Source: an optimization exercise on an open RTL-to-GDS flow (aim: small area, a short achievable clock period and few clock cycles). Production flows keep margins and buffers that such runs may drop.
The RTL was checked by simulation tests, not by an equivalence proof against the original design.

### flow/run.sh
#!/bin/bash
# synth_recipe.tcl (not shown) runs the flow's synth.tcl, then flattens the netlist and writes it again
# the make line also repeats each setting of config.mk as NAME=value (left out here)
make -C /OpenROAD-flow-scripts/flow DESIGN_CONFIG=/design/flow/config.mk WORK_HOME=/design/flow/orfs CLKGATE_MAP_FILE= SYNTH_SCRIPT=/design/flow/synth_recipe.tcl finish
### flow/design.v
package rsa_pkg;
  localparam int ONE = 1;
endpackage
import rsa_pkg::*;
module rsa_modexp
#(
  parameter  int W   = 32,
  localparam int OPW = 2 * W
) (
  input  logic           clk,
  input  logic           rst_n,
  input  logic           start,
  input  logic [OPW-1:0] n,
  input  logic [OPW-1:0] exp,
  input  logic [OPW-1:0] msg,
  output logic [OPW-1:0] result,
  output logic           busy,
  output logic           done,
  output logic           err
);
  localparam int K    = 2;                   
  localparam int ITER = (66 + K - 1) / K;    
  localparam int RB   = K * ITER;            
  localparam int AW   = OPW + 1;             
  localparam int SW   = OPW + 2;             
  localparam int XW   = OPW + 3;             
  localparam int IW   = OPW + 4;             
  localparam logic [3:0] ST_IDLE  = 4'd0;
  localparam logic [3:0] ST_CHECK = 4'd1;
  localparam logic [3:0] ST_CONV  = 4'd2;
  localparam logic [3:0] ST_MM    = 4'd3;
  localparam logic [3:0] ST_MMEND = 4'd4;
  localparam logic [3:0] ST_FIX   = 4'd5;
  localparam logic [3:0] ST_FBS   = 4'd6;
  localparam logic [3:0] ST_FB1   = 4'd7;
  localparam logic [3:0] ST_FB2   = 4'd8;
  localparam logic [3:0] ST_FB3   = 4'd9;
  localparam logic [1:0] OP_SQR = 2'd0;
  localparam logic [1:0] OP_MUL = 2'd1;
  localparam logic [1:0] OP_FIN = 2'd2;
  logic [3:0]     r_state;
  logic           r_busy;
  logic           r_done;
  logic           r_err;
  logic [AW-1:0]  r_a;         
  logic [OPW-1:0] r_n;
  logic [OPW-1:0] r_e;
  logic [SW-1:0]  r_s;
  logic [SW-1:0]  r_c;
  logic [OPW-1:0] r_m;         
  logic [K-1:0]   r_d;         
  logic [6:0]     r_cnt;
  logic [6:0]     r_bc;        
  logic [1:0]     r_op;
  logic           r_mulpend;
  logic           r_lead;
  logic [1:0]     r_sub;
  logic [3:0]     w_state;
  logic           w_busy;
  logic           w_done;
  logic           w_err;
  logic [AW-1:0]  w_a;
  logic [OPW-1:0] w_n;
  logic [OPW-1:0] w_e;
  logic [SW-1:0]  w_s;
  logic [SW-1:0]  w_c;
  logic [OPW-1:0] w_m;
  logic [K-1:0]   w_d;
  logic [6:0]     w_cnt;
  logic [6:0]     w_bc;
  logic [1:0]     w_op;
  logic           w_mulpend;
  logic           w_lead;
  logic [1:0]     w_sub;
  wire odd = r_n[0];
  logic [XW-1:0] cpa_x;
  logic [XW-1:0] cpa_y;
  logic          cpa_ci;
  logic [XW:0]   cpa_sum;
  logic          cpa_ge;       
  logic [XW-1:0] cpa_sel;      
  wire fb_bit = r_d[r_sub];
  always_comb begin
    cpa_x  = {1'b0, r_s};
    cpa_y  = ~{3'b000, r_n};
    cpa_ci = 1'b1;
    case (r_state)
      ST_CONV:  cpa_x = {r_s, 1'b0};
      ST_MMEND: begin
        cpa_y  = {1'b0, r_c};
        cpa_ci = 1'b0;
      end
      ST_FB1: begin
        cpa_x  = {r_s, 1'b0};
        cpa_y  = fb_bit ? {2'b00, r_a} : '0;
        cpa_ci = 1'b0;
      end
      default: ;
    endcase
  end
  assign cpa_sum = {1'b0, cpa_x} + {1'b0, cpa_y} + {{XW{1'b0}}, cpa_ci};
  assign cpa_ge  = cpa_sum[XW];
  assign cpa_sel = cpa_ge ? cpa_sum[XW-1:0] : cpa_x;
  logic [SW-1:0] mm_s;
  logic [SW-1:0] mm_c;
  always_comb begin
    logic [IW-1:0] s, c, p, r, s1, c1, s2, c2;
    logic          q;
    s = IW'(r_s);
    c = IW'(r_c);
    for (int j = 0; j < K; j++) begin
      p  = r_d[j] ? IW'(r_a) : '0;
      s1 = s ^ c ^ p;
      c1 = ((s & c) | (s & p) | (c & p)) << 1;
      q  = s1[0];
      r  = q ? IW'(r_n) : '0;
      s2 = s1 ^ c1 ^ r;
      c2 = (s1 & c1) | (s1 & r) | (c1 & r);
      s  = s2 >> 1;
      c  = c2;
    end
    mm_s = s[SW-1:0];
    mm_c = c[SW-1:0];
  end
  logic [RB-1:0] ya;
  logic [RB-1:0] ym;
  assign ya = RB'(r_a);
  assign ym = RB'(r_m);
  function automatic logic [K-1:0] chunk(input logic [RB-1:0] v, input logic [6:0] idx);
    chunk = v[idx*K +: K];
  endfunction
  logic [6:0]   nidx;
  logic [K-1:0] mm_next_d;
  logic [K-1:0] fb_next_d;
  assign nidx      = r_cnt + 7'd1;
  always_comb begin
    case (r_op)
      OP_SQR:  mm_next_d = (nidx < 7'(ITER)) ? chunk(ya, nidx) : '0;
      OP_MUL:  mm_next_d = (nidx < 7'(ITER)) ? chunk(ym, nidx) : '0;
      default: mm_next_d = '0;
    endcase
  end
  assign fb_next_d = (r_op == OP_SQR) ? chunk(ya, r_cnt - 7'd1) : chunk(ym, r_cnt - 7'd1);
  wire e_zero  = (r_e == '0);
  wire n_small = (r_n[OPW-1:1] == '0);
  always_comb begin
    logic [AW-1:0] newa;
    w_state   = r_state;
    w_busy    = r_busy;
    w_done    = 1'b0;
    w_err     = r_err;
    w_a       = r_a;
    w_n       = r_n;
    w_e       = r_e;
    w_s       = r_s;
    w_c       = r_c;
    w_m       = r_m;
    w_d       = r_d;
    w_cnt     = r_cnt;
    w_bc      = r_bc;
    w_op      = r_op;
    w_mulpend = r_mulpend;
    w_lead    = r_lead;
    w_sub     = r_sub;
    newa      = r_a;
    case (r_state)
      ST_IDLE: begin
        w_n = n;
        w_e = exp;
        w_s = SW'(msg);
        if (start) begin
          w_state = ST_CHECK;
          w_busy  = 1'b1;
        end
      end
      ST_CHECK: begin
        if (n_small || cpa_ge) begin
          w_a     = '0;
          w_err   = 1'b1;
          w_state = ST_IDLE;
          w_busy  = 1'b0;
          w_done  = 1'b1;
        end else if (e_zero) begin
          w_a     = AW'(1);
          w_err   = 1'b0;
          w_state = ST_IDLE;
          w_busy  = 1'b0;
          w_done  = 1'b1;
        end else begin
          w_err   = 1'b0;
          w_cnt   = 7'(RB - 1);
          w_bc    = 7'd64;
          w_lead  = 1'b0;
          w_state = ST_CONV;
        end
      end
      ST_CONV: begin
        if (odd) w_s = cpa_sel[SW-1:0];
        if (!r_lead) begin
          w_e  = {r_e[OPW-2:0], 1'b0};
          w_bc = r_bc - 7'd1;
          if (r_e[OPW-1]) w_lead = 1'b1;
        end
        w_cnt = r_cnt - 7'd1;
        if (r_cnt == '0) begin
          newa = odd ? AW'(cpa_sel[SW-1:0]) : AW'(r_s);
          w_m  = newa[OPW-1:0];
          w_a  = newa;
        end
      end
      ST_MM: begin
        w_s   = mm_s;
        w_c   = mm_c;
        w_d   = mm_next_d;
        w_cnt = r_cnt + 7'd1;
        if (r_cnt == 7'(ITER - 1)) w_state = ST_MMEND;
      end
      ST_MMEND: begin
        newa = cpa_sum[AW-1:0];
        w_a  = newa;
        if (r_op == OP_FIN) begin
          w_s     = cpa_sum[SW-1:0];
          w_state = ST_FIX;
        end else if (r_op == OP_SQR && r_mulpend) begin
          w_op      = OP_MUL;
          w_mulpend = 1'b0;
          w_d       = r_m[K-1:0];
          w_s       = '0;
          w_c       = '0;
          w_cnt     = '0;
          w_state   = ST_MM;
        end
      end
      ST_FIX: begin
        if (cpa_ge) w_a = '0;
        w_state = ST_IDLE;
        w_busy  = 1'b0;
        w_done  = 1'b1;
      end
      ST_FBS: begin
        w_s     = '0;
        w_d     = (r_op == OP_SQR) ? chunk(ya, 7'(ITER - 1)) : chunk(ym, 7'(ITER - 1));
        w_cnt   = 7'(ITER - 1);
        w_sub   = 2'(K - 1);
        w_state = ST_FB1;
      end
      ST_FB1: begin
        w_s     = cpa_sum[SW-1:0];
        w_state = ST_FB2;
      end
      ST_FB2: begin
        w_s = cpa_sel[SW-1:0];
        if (r_sub == '0 && r_cnt != '0) w_d = fb_next_d;
        w_state = ST_FB3;
      end
      ST_FB3: begin
        w_s     = cpa_sel[SW-1:0];
        w_state = ST_FB1;
        if (r_sub == '0) begin
          w_cnt = r_cnt - 7'd1;
          w_sub = 2'(K - 1);
          if (r_cnt == '0) begin
            newa = AW'(cpa_sel[SW-1:0]);
            w_a  = newa;
            if (r_op == OP_SQR && r_mulpend) begin
              w_op      = OP_MUL;
              w_mulpend = 1'b0;
              w_state   = ST_FBS;
            end
          end
        end else begin
          w_sub = r_sub - 2'd1;
        end
      end
      default: begin
        w_state = ST_IDLE;
        w_busy  = 1'b0;
      end
    endcase
    if ((r_state == ST_CONV && r_cnt == '0) ||
        (r_state == ST_MMEND && r_op != OP_FIN && !(r_op == OP_SQR && r_mulpend)) ||
        (r_state == ST_FB3 && r_sub == '0 && r_cnt == '0 && !(r_op == OP_SQR && r_mulpend))) begin
      if (r_bc == '0) begin
        if (odd) begin
          w_op    = OP_FIN;
          w_d     = K'(1);
          w_s     = '0;
          w_c     = '0;
          w_cnt   = '0;
          w_state = ST_MM;
        end else begin
          w_state = ST_IDLE;
          w_busy  = 1'b0;
          w_done  = 1'b1;
        end
      end else begin
        w_e       = {r_e[OPW-2:0], 1'b0};
        w_bc      = r_bc - 7'd1;
        w_mulpend = r_e[OPW-1];
        w_op      = OP_SQR;
        if (odd) begin
          w_d     = newa[K-1:0];
          w_s     = '0;
          w_c     = '0;
          w_cnt   = '0;
          w_state = ST_MM;
        end else begin
          w_state = ST_FBS;
        end
      end
    end
  end
  always_ff @(posedge clk or negedge rst_n) begin
    if (!rst_n) begin
      r_state <= ST_IDLE;
      r_busy  <= 1'b0;
      r_done  <= 1'b0;
      r_err   <= 1'b0;
      r_a     <= '0;
    end else begin
      r_state <= w_state;
      r_busy  <= w_busy;
      r_done  <= w_done;
      r_err   <= w_err;
      r_a     <= w_a;
    end
  end
  always_ff @(posedge clk) begin
    r_n       <= w_n;
    r_e       <= w_e;
    r_s       <= w_s;
    r_c       <= w_c;
    r_m       <= w_m;
    r_d       <= w_d;
    r_cnt     <= w_cnt;
    r_bc      <= w_bc;
    r_op      <= w_op;
    r_mulpend <= w_mulpend;
    r_lead    <= w_lead;
    r_sub     <= w_sub;
  end
  assign busy   = r_busy;
  assign done   = r_done;
  assign result = r_a[OPW-1:0];
  assign err    = r_err;
endmodule
### flow/constraint.sdc
create_clock -name core_clock -period 10.5 [get_ports {clk}]
set_input_delay 2.1000 -clock core_clock [delete_from_list [all_inputs] [get_ports {clk}]]
set_output_delay 2.1000 -clock core_clock [all_outputs]
set_load 0.01 [all_outputs]
### flow/config.mk
export PLATFORM = sky130hd
export DESIGN_NAME = rsa_modexp
export DESIGN_NICKNAME = rsa_modexp
export VERILOG_FILES = /design/flow/design.v
export SDC_FILE = /design/flow/constraint.sdc
export NUM_CORES = 4
export LEC_CHECK = 0
export ABC_CLOCK_PERIOD_IN_PS = 2500
export CAP_MARGIN = 20
export CORE_MARGIN = 2
export CORE_UTILIZATION = 45
export SETUP_SLACK_MARGIN = 5
export SLEW_MARGIN = 20
==> results.txt <==
## routing by layer
| metal | wire (µm) | vias to the layer above | global-route usage (%) |
|---|---|---|---|
| met2 | 64300 | 2065 | 51.7 |
| met1 | 59500 | 16926 | 47.0 |
| li1 | - | 14719 | - |
| met4 | 7160 | 2 | 14.9 |
| met3 | 15300 | 398 | 6.30 |
| met5 | 8 | - | 0 |
## stage by stage
step / hold slack, ns / std cells / setup WS, ns / cell area (µm²)
3_3_place_gp: 0.461 / 5051 / 3.28 / 39400
6_report: 0.476 / 5195 / 5.06 / 42200
4_1_cts: 0.482 / 5173 / 5.02 / 41700
2_1_floorplan: 0.443 / 4027 / 5.47 / 36500
5_1_grt: 0.497 / 5195 / 4.94 / 42200
3_5_place_dp: 0.470 / 5051 / 3.04 / 39400
## worst paths after layout
kind	cells after the start	end	slack, ns	startpoint
min in group asynchronous	1	r_a[53]	1.50	rst_n
setup reg to reg	16	r_a[31]	5.06	r_state[1]
setup / recovery	16	r_a[31]	5.06	r_state[1]
hold / removal	2	r_e[24]	0.48	r_e[23]
hold reg to reg	2	r_e[24]	0.48	r_e[23]
max in group asynchronous	2	r_a[19]	7.89	rst_n
## final cells by class
cell class / count / area, µm² / share of cell area [%]
well taps: 1060 / 1330 / 3.14
inverters: 324 / 1220 / 2.89
repair buffers: 360 / 3640 / 8.63
multi-input cells: 2932 / 24100 / 57.2
clock inverters: 27 / 233 / 0.552
flip-flops and latches: 418 / 10100 / 23.8
clock buffers: 74 / 1570 / 3.72
## worst min-delay path: cells and delay by family (launching register included)
family,cells,cell delay [ns]
DFF,1,0.32
AOI/OAI and AO/OA,1,0.06
and+or+nand+nor,1,0.05
## layout by cell type, fill, tap and decap left out, drive strengths merged, types with 39 or more instances in the layout
master,n
a21oi,181
a221o,112
a221oi,74
a22oi,202
and2,150
buf,95
clkbuf,79
clkdlybuf4s50,260
dfrtp,72
dfxtp,215
edfxtp,131
fa,259
ha,77
inv,327
mux2,62
mux4,82
nand2,448
nand3,42
nand4,39
nor2,234
nor2b,78
nor3,42
o21ai,315
## cells by family after synthesis
logic type / after synthesis / share of synthesized area (%)
and+or+nand+nor: 1143 / 14.9
DFF: 418 / 27.5
muxes: 176 / 7.90
adders and majority gates: 336 / 16.9
AOI/OAI and AO/OA: 1217 / 23.5
buffers and inverters: 680 / 7.90
xor gates and xnor gates: 57 / 1.37
## registers in the layout, indices dropped and copies added, names as in the netlist
signal,cells
r_lead,1
r_bc,7
r_c,66
r_m,64
r_a,65
r_busy,1
r_err,1
r_op,2
r_d,2
r_done,1
r_state,4
r_cnt,7
r_n,64
r_s,66
r_e,64
r_sub,2
r_mulpend,1
## repair_timing
| item | 4_1_cts | 5_1_grt |
|---|---|---|
| gates resized for setup | 68 | 46 |
| gates cloned | 2 | 5 |
| hold buffers | 0 | 0 |
| endpoints found under the setup margin | 216 | 179 |
| pin swaps | 10 | 10 |
| setup buffers | 19 | 17 |
==> insert_results.sql <==
INSERT INTO impl_metrics (metric_group, metric, value, unit) VALUES
('status', 'status', 'no timing/DRC/antenna violations', ''),
('timing', 'timing.final.crit_period', '5.44', 'ns'),
('critical_path', 'worst_setup_path_start_kind', 'flip-flop', ''),
('place', 'hpwl', '100000', 'µm'),
('global_route', 'grt_antenna_before_repair', '3', ''),
('logic_synthesis', 'yosys_register_bits', '418', ''),
('critical_path', 'timing.critical_path.buf_inv', '3', ''),
('timing', 'fin_setup_tns', '0', 'ns'),
('critical_path', 'crit_fanout', '45', ''),
('global_route', 'first_global_vias', '32731', ''),
('job', 'max_cap_violations', '0', ''),
('logic_synthesis', 'synth_largest_type_area_fraction', '14.2', '%'),
('timing', 'worst_pin_slew', '1.13', 'ns'),
('timing', 'hold_viol', '0', ''),
('final_layout', 'fill_cells', '7561', ''),
('cts', 'htree_num_levels', '2', ''),
('logic_synthesis', 'number_of_different_library_cells_in_the_post_synthesis_netlist', '97', ''),
('final_layout', 'finish.utilization', '52.5', '%'),
('global_route', 'grt_pass1_wl', '213000', 'µm'),
('final_layout', 'area_growth_from_synthesis_to_layout', '15.6', '%'),
('place', 'number_of_input_and_output_port_buffers_inserted', '261', ''),
('logic_synthesis', 'ys_async_sr_fraction', '17.2', '%'),
('detailed_routing', 'vias_per_cell', '6.57', ''),
('global_route', 'gr-usage-all-layers', '33.9', '%'),
('cts', 'tritoncts_num_sinks', '418', ''),
('critical_path', 'critical-path-slowest-cell', 'sky130_fd_sc_hd__dfrtp_2', ''),
('detailed_routing', 'first_pass_iters', '9', ''),
('logic_synthesis', 'syn-instance-count', '4027', ''),
('critical_path', 'kind_of_end_point_of_the_critical_path', 'flip-flop', ''),
('timing', 'finalCritPeriodShare', '51.8', '%'),
('logic_synthesis', 'avgSynthCellArea', '9.06', 'µm²'),
('final_layout', 'nets_finish', '4621', ''),
('timing', 'fin_worst_skew', '0.0308', 'ns'),
('global_route', 'pin_count_of_the_biggest_net_entering_global_routing', '149', ''),
('logic_synthesis', 'synth_top_area_cell', 'sky130_fd_sc_hd__fa_1', ''),
('cts', 'clk_transition_reported_paths', '0.06', 'ns'),
('timing', 'max_freq', '0.184', 'GHz'),
('floorplan', 'standard_cell_row_count', '104', ''),
('logic_synthesis', 'netlist_top_cells_area', 'sky130_fd_sc_hd__fa_1, sky130_fd_sc_hd__dfxtp_1, sky130_fd_sc_hd__edfxtp_1', ''),
('cts', 'cts_buffer_depth', '3', ''),
('final_layout', 'proportion_of_layout_cells_with_a_drive_suffix_above_1', '11.7', '%'),
('logic_synthesis', 'postSynthNetCount', '4558', ''),
('logic_synthesis', 'synth.top_cells.by_count', 'sky130_fd_sc_hd__nand2_1, sky130_fd_sc_hd__inv_1, sky130_fd_sc_hd__o21ai_0', ''),
('detailed_routing', 'drt_wl_total', '146000', 'µm'),
('critical_path', 'cp_top_family', 'compound AO/OA/AOI/OAI gates', ''),
('timing', 'setup_viol', '0', ''),
('detailed_routing', 'initialDrtViolationCount', '4622', ''),
('detailed_routing', 'detail_route.wl_per_cell', '28.1', 'µm'),
('floorplan', 'die_w', '289', 'µm'),
('cts', 'clockRootBuffer', 'sky130_fd_sc_hd__clkbuf_16', ''),
('critical_path', 'worstPathRequired', '11.00', 'ns'),
('critical_path', 'worst-setup-path-type', 'reg2reg', ''),
('timing', 'timing.slew.headroom', '24.7', '%'),
('logic_synthesis', 'synth_enable_flop_cells', '131', ''),
('logic_synthesis', 'synth-warning-count', '1', ''),
('logic_synthesis', 'post_synthesis_sequential_area_ratio', '27.5', '%'),
('cts', 'clock_tree_from_tritoncts', 'built', ''),
('critical_path', 'crit_path_max_incr_delay', '0.63', 'ns'),
('floorplan', 'ios', '262', ''),
('floorplan', 'floorplan.die_area', '83400', 'µm²'),
('timing', 'maxSlewViolCount', '0', ''),
('floorplan', 'die-height', '289', 'µm'),
('detailed_routing', 'drc_errors', '0', '');
Testbench counts, summed over its fixed seeds: cycles 168,916.

## separate check: timing with driven ports
Ports are ideal in the flow. The routed layout listed here was re-timed in OpenROAD. Step 1 assumes that a clkbuf_16 drives the clock port and a buf_2 every other input. Step 2 times the ports against the registers' clock, not the clock port: input delays grow and output delays shrink by t, the midpoint of the rising clock arrivals with the driver on. Slacks: no drivers / after step 1 / after step 2; pairs: no drivers / after step 1.
shift t [ns]: 0.704
setup slack, ns: 5.062 / 5.062 / 5.062
worst setup path after step 2: register to register
cell pins on the clock port's net: 1
After both steps setup and hold are still met in this run. For this run, drivers alone change the setup slack by 0.000 ns; drivers and shift together by 0.000 ns.
